Context: an optimization exercise on an open-source flow, tuned for small area, a short achievable clock period and few clock cycles per item. The choices shown serve that exercise and are no tape-out recipe.
Only simulation tests tie the RTL to the original design; equivalence was not proved.

[run.sh]
#!/bin/bash
# synth_recipe.tcl (not shown) runs the flow's synth.tcl, then flattens the netlist and writes it again
# the make line also repeats each setting of config.mk as NAME=value (left out here)
make -C /OpenROAD-flow-scripts/flow DESIGN_CONFIG=/design/flow/config.mk WORK_HOME=/design/flow/orfs CLKGATE_MAP_FILE= SYNTH_SCRIPT=/design/flow/synth_recipe.tcl finish
[config.mk]
export PLATFORM = sky130hd
export DESIGN_NAME = mmt_top
export DESIGN_NICKNAME = mmt_top
export VERILOG_FILES = /design/flow/design.v
export SDC_FILE = /design/flow/constraint.sdc
export NUM_CORES = 4
export LEC_CHECK = 0
export CAP_MARGIN = 20
export CORE_MARGIN = 2
export CORE_UTILIZATION = 40
export SLEW_MARGIN = 20
[constraint.sdc]
create_clock -name core_clock -period 8.0 [get_ports {clk}]
set_input_delay 1.6000 -clock core_clock [delete_from_list [all_inputs] [get_ports {clk}]]
set_output_delay 1.6000 -clock core_clock [all_outputs]
set_load 0.01 [all_outputs]
[design.v]
`default_nettype none
package mmt_pkg;
	typedef logic signed [7:0] elem_t;
	typedef logic [4:0] mat_idx_t;
	typedef logic [1:0] mode_t;
	typedef logic signed [49:0] acc_t;
	localparam mode_t mode_atb = 2'd1;
	localparam mode_t mode_abt = 2'd2;
	localparam mode_t mode_ab_c = 2'd3;
	typedef struct packed {
		mode_t    mode;
		mat_idx_t idx_a;
		mat_idx_t idx_b;
		mat_idx_t idx_c;
	} query_t;
	typedef enum logic [2:0] {
		st_idle,
		st_read_a,
		st_read_b,
		st_mac,
		st_read_c,
		st_scale,
		st_done
	} engine_state_t;
endpackage
`default_nettype wire
`timescale 1ns/100ps
`default_nettype none
module matrix_loader
#(
	parameter int side = 4,
	parameter int num_matrices = 4
) (
	input  logic clk,
	input  logic rst_n,
	input  logic in_valid,
	input  logic in_valid2,
	input  mmt_pkg::elem_t matrix,
	input  mmt_pkg::mat_idx_t matrix_idx,
	input  mmt_pkg::mode_t mode,
	input  logic busy,
	output logic wr_en,
	output logic [$clog2(num_matrices * side * side)-1:0] wr_addr,
	output mmt_pkg::elem_t wr_data,
	output mmt_pkg::query_t query,
	output logic start
);
	localparam int addr_w = $clog2(num_matrices * side * side);
	logic [addr_w-1:0] load_cnt;
	logic [1:0] q_cnt;
	always_ff @(posedge clk or negedge rst_n) begin
		if (!rst_n) begin
			load_cnt <= '0;
			wr_en <= 1'b0;
		end else begin
			wr_en <= in_valid;
			if (in_valid) begin
				load_cnt <= load_cnt + 1'b1;
			end else begin
				load_cnt <= '0;
			end
		end
	end
	always_ff @(posedge clk) begin
		wr_addr <= load_cnt;
		wr_data <= matrix;
	end
	always_ff @(posedge clk or negedge rst_n) begin
		if (!rst_n) begin
			q_cnt <= 2'd0;
			start <= 1'b0;
		end else begin
			start <= in_valid2 && (q_cnt == 2'd2) && !busy;
			if (in_valid2) begin
				q_cnt <= q_cnt + 2'd1;
			end else begin
				q_cnt <= 2'd0;
			end
		end
	end
	always_ff @(posedge clk) begin
		if (in_valid2) begin
			case (q_cnt)
				2'd0: begin
					query.mode <= mode;
					query.idx_a <= matrix_idx;
				end
				2'd1: begin
					query.idx_b <= matrix_idx;
				end
				2'd2: begin
					query.idx_c <= matrix_idx;
				end
				default: begin
					query <= query;
				end
			endcase
		end
	end
endmodule
`default_nettype wire
`timescale 1ns/100ps
`default_nettype none
module matrix_store
#(
	parameter int side = 4,
	parameter int num_matrices = 4
) (
	input  logic clk,
	input  logic rst_n,
	input  logic wr_en,
	input  logic [$clog2(num_matrices * side * side)-1:0] wr_addr,
	input  mmt_pkg::elem_t wr_data,
	input  logic [$clog2(num_matrices * side * side)-1:0] rd_addr,
	output mmt_pkg::elem_t rd_data
);
	localparam int depth = num_matrices * side * side;
	mmt_pkg::elem_t mem [0:depth-1];
	always_ff @(posedge clk) begin
		if (wr_en) begin
			mem[wr_addr] <= wr_data;
		end
	end
	always_ff @(posedge clk or negedge rst_n) begin
		if (!rst_n) begin
			rd_data <= '0;
		end else begin
			rd_data <= mem[rd_addr];
		end
	end
endmodule
`default_nettype wire
`timescale 1ns/100ps
`default_nettype none
module triple_product_unit
#(
	parameter int side = 4,
	parameter int num_matrices = 4
) (
	input  logic clk,
	input  logic rst_n,
	input  mmt_pkg::query_t query,
	input  logic start,
	output logic [$clog2(num_matrices * side * side)-1:0] rd_addr,
	input  mmt_pkg::elem_t rd_data,
	output logic busy,
	output logic out_valid,
	output mmt_pkg::acc_t out_value
);
	localparam int area = side * side;
	localparam int addr_w = $clog2(num_matrices * area);
	localparam int cnt_w = (side > 1) ? $clog2(side) : 1;
	mmt_pkg::engine_state_t state;
	mmt_pkg::engine_state_t state_next;
	mmt_pkg::query_t q_reg;
	logic [cnt_w-1:0] row_i;
	logic [cnt_w-1:0] col_j;
	logic [cnt_w-1:0] k_idx;
	logic last_k;
	logic last_pos;
	logic [addr_w-1:0] base_a;
	logic [addr_w-1:0] base_b;
	logic [addr_w-1:0] base_c;
	logic [addr_w-1:0] a_addr;
	logic [addr_w-1:0] b_addr;
	logic [addr_w-1:0] c_addr;
	mmt_pkg::elem_t a_reg;
	mmt_pkg::acc_t partial;
	mmt_pkg::acc_t acc;
	function automatic logic [addr_w-1:0] mat_base(input mmt_pkg::mat_idx_t idx);
		mat_base = addr_w'(idx * area);
	endfunction
	function automatic logic [addr_w-1:0] elem_addr(
		input logic [addr_w-1:0] base,
		input logic [cnt_w-1:0] r,
		input logic [cnt_w-1:0] c
	);
		elem_addr = base + addr_w'(r) * addr_w'(side) + addr_w'(c);
	endfunction
	assign base_a = mat_base(q_reg.idx_a);
	assign base_b = mat_base(q_reg.idx_b);
	assign base_c = mat_base(q_reg.idx_c);
	assign a_addr = (q_reg.mode == mmt_pkg::mode_atb) ? elem_addr(base_a, k_idx, row_i)
		: elem_addr(base_a, row_i, k_idx);
	assign b_addr = (q_reg.mode == mmt_pkg::mode_abt) ? elem_addr(base_b, col_j, k_idx)
		: elem_addr(base_b, k_idx, col_j);
	assign c_addr = (q_reg.mode == mmt_pkg::mode_ab_c) ? elem_addr(base_c, row_i, col_j)
		: elem_addr(base_c, col_j, row_i);
	always_comb begin
		unique case (state)
			mmt_pkg::st_read_b: rd_addr = b_addr;
			mmt_pkg::st_read_c: rd_addr = c_addr;
			default:   rd_addr = a_addr;
		endcase
	end
	assign last_k = (k_idx == cnt_w'(side - 1));
	assign last_pos = (row_i == cnt_w'(side - 1)) && (col_j == cnt_w'(side - 1));
	assign busy = (state != mmt_pkg::st_idle);
	always_ff @(posedge clk or negedge rst_n) begin
		if (!rst_n) begin
			state <= mmt_pkg::st_idle;
		end else begin
			state <= state_next;
		end
	end
	always_comb begin
		state_next = state;
		case (state)
			mmt_pkg::st_idle:   if (start) state_next = mmt_pkg::st_read_a;
			mmt_pkg::st_read_a: state_next = mmt_pkg::st_read_b;
			mmt_pkg::st_read_b: state_next = last_k ? mmt_pkg::st_read_c : mmt_pkg::st_mac;
			mmt_pkg::st_mac:    state_next = mmt_pkg::st_read_b;
			mmt_pkg::st_read_c: state_next = mmt_pkg::st_scale;
			mmt_pkg::st_scale:  state_next = last_pos ? mmt_pkg::st_done : mmt_pkg::st_read_a;
			mmt_pkg::st_done:   state_next = mmt_pkg::st_idle;
			default:   state_next = mmt_pkg::st_idle;
		endcase
	end
	always_ff @(posedge clk) begin
		if (state == mmt_pkg::st_idle && start) begin
			q_reg <= query;
		end
		if (state == mmt_pkg::st_read_b) begin
			a_reg <= rd_data;
		end
	end
	always_ff @(posedge clk or negedge rst_n) begin
		if (!rst_n) begin
			row_i <= '0;
			col_j <= '0;
			k_idx <= '0;
			partial <= '0;
			acc <= '0;
			out_valid <= 1'b0;
			out_value <= '0;
		end else begin
			out_valid <= (state == mmt_pkg::st_done);
			out_value <= (state == mmt_pkg::st_done) ? acc : '0;
			case (state)
				mmt_pkg::st_read_b: begin
					k_idx <= last_k ? '0 : k_idx + 1'b1;
				end
				mmt_pkg::st_mac, mmt_pkg::st_read_c: begin
					partial <= partial + a_reg * rd_data;
				end
				mmt_pkg::st_scale: begin
					acc <= acc + partial * rd_data;
					partial <= '0;
					if (col_j == cnt_w'(side - 1)) begin
						col_j <= '0;
						row_i <= (row_i == cnt_w'(side - 1)) ? '0 : row_i + 1'b1;
					end else begin
						col_j <= col_j + 1'b1;
					end
				end
				mmt_pkg::st_done: begin
					acc <= '0;
				end
				default: begin
					partial <= partial;
				end
			endcase
		end
	end
endmodule
`default_nettype wire
`timescale 1ns/100ps
`default_nettype none
module mmt_top
#(
	parameter int side = 4,
	parameter int num_matrices = 4
) (
	input  logic clk,
	input  logic rst_n,
	input  logic in_valid,
	input  logic in_valid2,
	input  mmt_pkg::elem_t matrix,
	input  mmt_pkg::mat_idx_t matrix_idx,
	input  mmt_pkg::mode_t mode,
	output logic out_valid,
	output mmt_pkg::acc_t out_value
);
	localparam int addr_w = $clog2(num_matrices * side * side);
	logic wr_en;
	logic [addr_w-1:0] wr_addr;
	mmt_pkg::elem_t wr_data;
	mmt_pkg::query_t query;
	logic start;
	logic busy;
	logic [addr_w-1:0] rd_addr;
	mmt_pkg::elem_t rd_data;
	matrix_loader #(
		.side(side),
		.num_matrices(num_matrices)
	) u_loader (
		.clk(clk),
		.rst_n(rst_n),
		.in_valid(in_valid),
		.in_valid2(in_valid2),
		.matrix(matrix),
		.matrix_idx(matrix_idx),
		.mode(mode),
		.busy(busy),
		.wr_en(wr_en),
		.wr_addr(wr_addr),
		.wr_data(wr_data),
		.query(query),
		.start(start)
	);
	matrix_store #(
		.side(side),
		.num_matrices(num_matrices)
	) u_store (
		.clk(clk),
		.rst_n(rst_n),
		.wr_en(wr_en),
		.wr_addr(wr_addr),
		.wr_data(wr_data),
		.rd_addr(rd_addr),
		.rd_data(rd_data)
	);
	triple_product_unit #(
		.side(side),
		.num_matrices(num_matrices)
	) u_unit (
		.clk(clk),
		.rst_n(rst_n),
		.query(query),
		.start(start),
		.rd_addr(rd_addr),
		.rd_data(rd_data),
		.busy(busy),
		.out_valid(out_valid),
		.out_value(out_value)
	);
endmodule
`default_nettype wire
==> impl_metrics.tcl <==
set metrics [dict create \
    cp.required_ns 8.54 \
    layout.area.seq_mm2 0.02085 \
    critical_path.startpoint "u_unit.a_reg[6]" \
    yosysTopAreaCell "edfxtp_1" \
    synth.lib_cells_used.distinct 82 \
    largest_register_ff_count 512 \
    ys_seq_area_share_pct 44.43 \
    startpoint_type "flop" \
    largest-register "u_store.mem" \
    synthMostInstantiatedCell "edfxtp_1" \
    post_synth_edffs 536 \
    initial_drt_markers 2031 \
    ant_nets 0 \
    synth_top_cells_by_area "edfxtp_1, fa_1, dfrtp_1, ha_1, inv_1" \
    r2r-end "u_unit.partial[45]" \
    clock_tree_from_tritoncts "yes" \
    worst_ep_arrival_time_ns 7.99 \
    design.die.area_mm2 0.1200 \
    effective_utilization_at_floorplan_pct 40.34 \
    netlist_area_mm2 0.04688 \
    ctsResizeCount 0 \
    rr_worst_depth 30 \
    clock_skew_ns 0.05972 \
    clk_latency_ns 0.68 \
    report.final.setup_viol 0 \
    layout_worst_path_cycle_share_pct 93.07 \
    totalNegativeSetupSlack_ns 0 \
    fin_nets 4611 \
    max-cap-violations 0 \
    synth_top_flop_cell "edfxtp_1" \
    detailedPlacementHpwl_um 73180 \
    final_hold_viol_count 0 \
    cts.repair_timing.setup_buffer_count 0 \
    grt_pass1_wl_um 172000 \
    gpl.final_weighted_congestion 0.8683 \
    tightestPinTransition_ns 1.082 \
    die_y_um 346.4 \
    groute.usage.overall_pct 18.16 \
    cts.sink_count 728 \
    timing_worst_setup_path_type "flop to flop" \
    clkSlewWorstSetupHoldPaths_ns 0.06 \
    drt-total-wl_um 108400 \
    synth-async-reset-ratio_pct 24.45 \
    std_cell_rows 125 \
    slew-limit-headroom_pct 27.67 \
    slew_viol_final 0 \
    antenna_cells_inserted 0 \
    fp.dieW_um 346.4 \
    io_pins 70 \
    via_count_of_the_first_global_routing_pass 29800 \
    status "complete, no violations" \
    htree_levels 3 \
    hold_path.class "flop to flop" \
    slowest_stage "fa_1" \
    regToRegSetupSlack_ns 0.55 \
    post_synthesis_cell_count 4068 \
    multi_input_comb_area_mm2 0.02338 \
    period_needed_ns 7.446 \
    routed-via-count 29700 \
    crit_path_max_fanout 10 \
    cp-end-kind "flop" \
    drive_gt1_share_pct 7.884 \
    regToRegStartpoint "u_unit.a_reg[6]" \
    drt-vias-per-instance 5.284 \
    rsz0062_at_grt "no" \
    netlist.area_leader.share_pct 34.33 \
    fmaxAchievable_mhz 134.3 \
    synth.top_cells.by_count "edfxtp_1, inv_1, nand2_1" \
    clock-root-buffer "clkbuf_16" \
    synth-seq-cells 728 \
    synth_area_per_inst_um2 11.52 \
    portBuffers 66 \
    placeableCoreArea_mm2 0.1162 \
    remaining_drc_errors 0 \
    final_core_util_pct 44.36 \
    pin_count_of_the_biggest_net_entering_global_routing 161 \
    synthesis.yosys.warnings 3 \
    cts_max_path_buffers 3 \
    tritoncts.num_buffers 80 \
    overflow_after_grt 0 \
    hold_critical_path_depth 0 \
    fillCellCount 10790 \
    number_of_antenna_violations_at_the_first_check_in_global_routing 2 \
    route.detailed.wl_per_inst_um 19.29 \
    capturing_instance_or_port_of_the_critical_path "u_unit.partial[45]" \
    drt-pass1-iter-count 5 \
    area_growth_pct 9.955 \
    cp_slowest_stage_delay_ns 0.52 \
    syn_nets 4646 \
    cts-hold-fix-buffers 0 \
]
-- worst min-delay path by stage --
stage / from / end
4_1_cts: u_loader.load_cnt[5] / u_loader.wr_addr[5]
6_report: u_loader.load_cnt[5] / u_loader.wr_addr[5]
2_1_floorplan: u_loader.load_cnt[5] / u_loader.wr_addr[5]
5_1_grt: u_loader.load_cnt[5] / u_loader.wr_addr[5]
3_5_place_dp: u_loader.load_cnt[5] / u_loader.wr_addr[5]
3_3_place_gp: u_loader.load_cnt[5] / u_loader.wr_addr[5]
-- area by class of cell --
class | count | share of cell area (%)
Clock buffer | 113 | 4.320
Sequential cell | 728 | 40.44
Inverter | 451 | 3.284
Tap cell | 1524 | 3.699
Clock inverter | 33 | 0.7282
Multi-Input combinational cell | 2652 | 45.36
Timing Repair Buffer | 120 | 2.167
-- cells by family after synthesis --
group / Yosys count / share of synthesized area, %
AO/OA/AOI/OAI: 661 / 9.589
XOR/XNOR: 114 / 2.130
adder cells (fa/ha/maj): 559 / 20.83
buffers and inverters: 688 / 5.882
flip-flops: 728 / 44.43
multiplexers: 280 / 6.410
AND/OR/NAND/NOR: 1038 / 10.73
-- per-stage QoR --
stage                     instance area (um2)  cells  hold slack, ns  setup WS (ns)
after detailed placement                48930   5475          0.3853         0.1856
after floorplan                         46880   4068          0.3664         0.5172
after global routing                    51550   5621          0.4152       0.008934
final                                   51550   5621          0.3999         0.5543
after CTS                               51540   5621          0.3988         0.1734
after global placement                  48920   5474          0.3840         0.2329
-- worst max-delay path, delay by kind of cell, from the launching register on --
kind                     cells  cell delay, ns
XOR/XNOR                     2            0.38
AND/OR/NAND/NOR              2            0.28
AO/OA/AOI/OAI               13            2.74
buffers and inverters        7            0.72
adder cells (fa/ha/maj)      6            2.69
flip-flops                   1            0.49
-- cells in the final DEF (no fill, tap or decap), types with 28 or more instances in the layout --
cell / count
mux2_2: 90
a211oi_1: 48
nand3_1: 40
and2_1: 204
edfxtp_1: 536
inv_1: 447
clkdlybuf4s50_1: 65
a21oi_1: 145
ha_1: 190
fa_1: 369
a21o_1: 57
xor2_1: 40
dfrtp_1: 171
nor2_1: 189
nand2_1: 377
xnor2_1: 73
o21ai_0: 124
nand2b_1: 54
o211ai_1: 59
nor3_1: 28
buf_4: 49
a22o_1: 51
clkbuf_16: 81
nor4_1: 53
mux2i_1: 166
-- routing by layer --
metal  GRT usage, %  share of wire [%]
met1          25.82                 46
met2          29.17                 47
met3          2.675                5.2
met4          4.599                2.1
met5              0                  0
Testbench counts, summed over its fixed seeds: cycles 95,052, queries 576.

[port drivers added, routing unchanged]
The results above use ideal ports. As a check the final layout listed here was re-extracted and re-timed, cells and wires unchanged. Step 1 sets driving cells, clkbuf_16 on the clock port and buf_2 on the other inputs (assumed; they add their load-dependent delay and slew). Step 2 adds t to the input delays and takes it off the output delays; t is the mean of the earliest and latest rising clock arrival at the registers after step 1. Input paths then give back, and output paths get back, about the clock's delay inside the block. Three values: no drivers, after step 1, after step 2; two values: the first two.
shift t [ns]: 0.728
slack for setup (ns): 0.554 / 0.554 / 0.554
worst setup path at the end: register to register
After both steps setup and hold are still met in this run. The setup slack of this run moves by 0.000 ns with the drivers and by 0.000 ns with both steps.
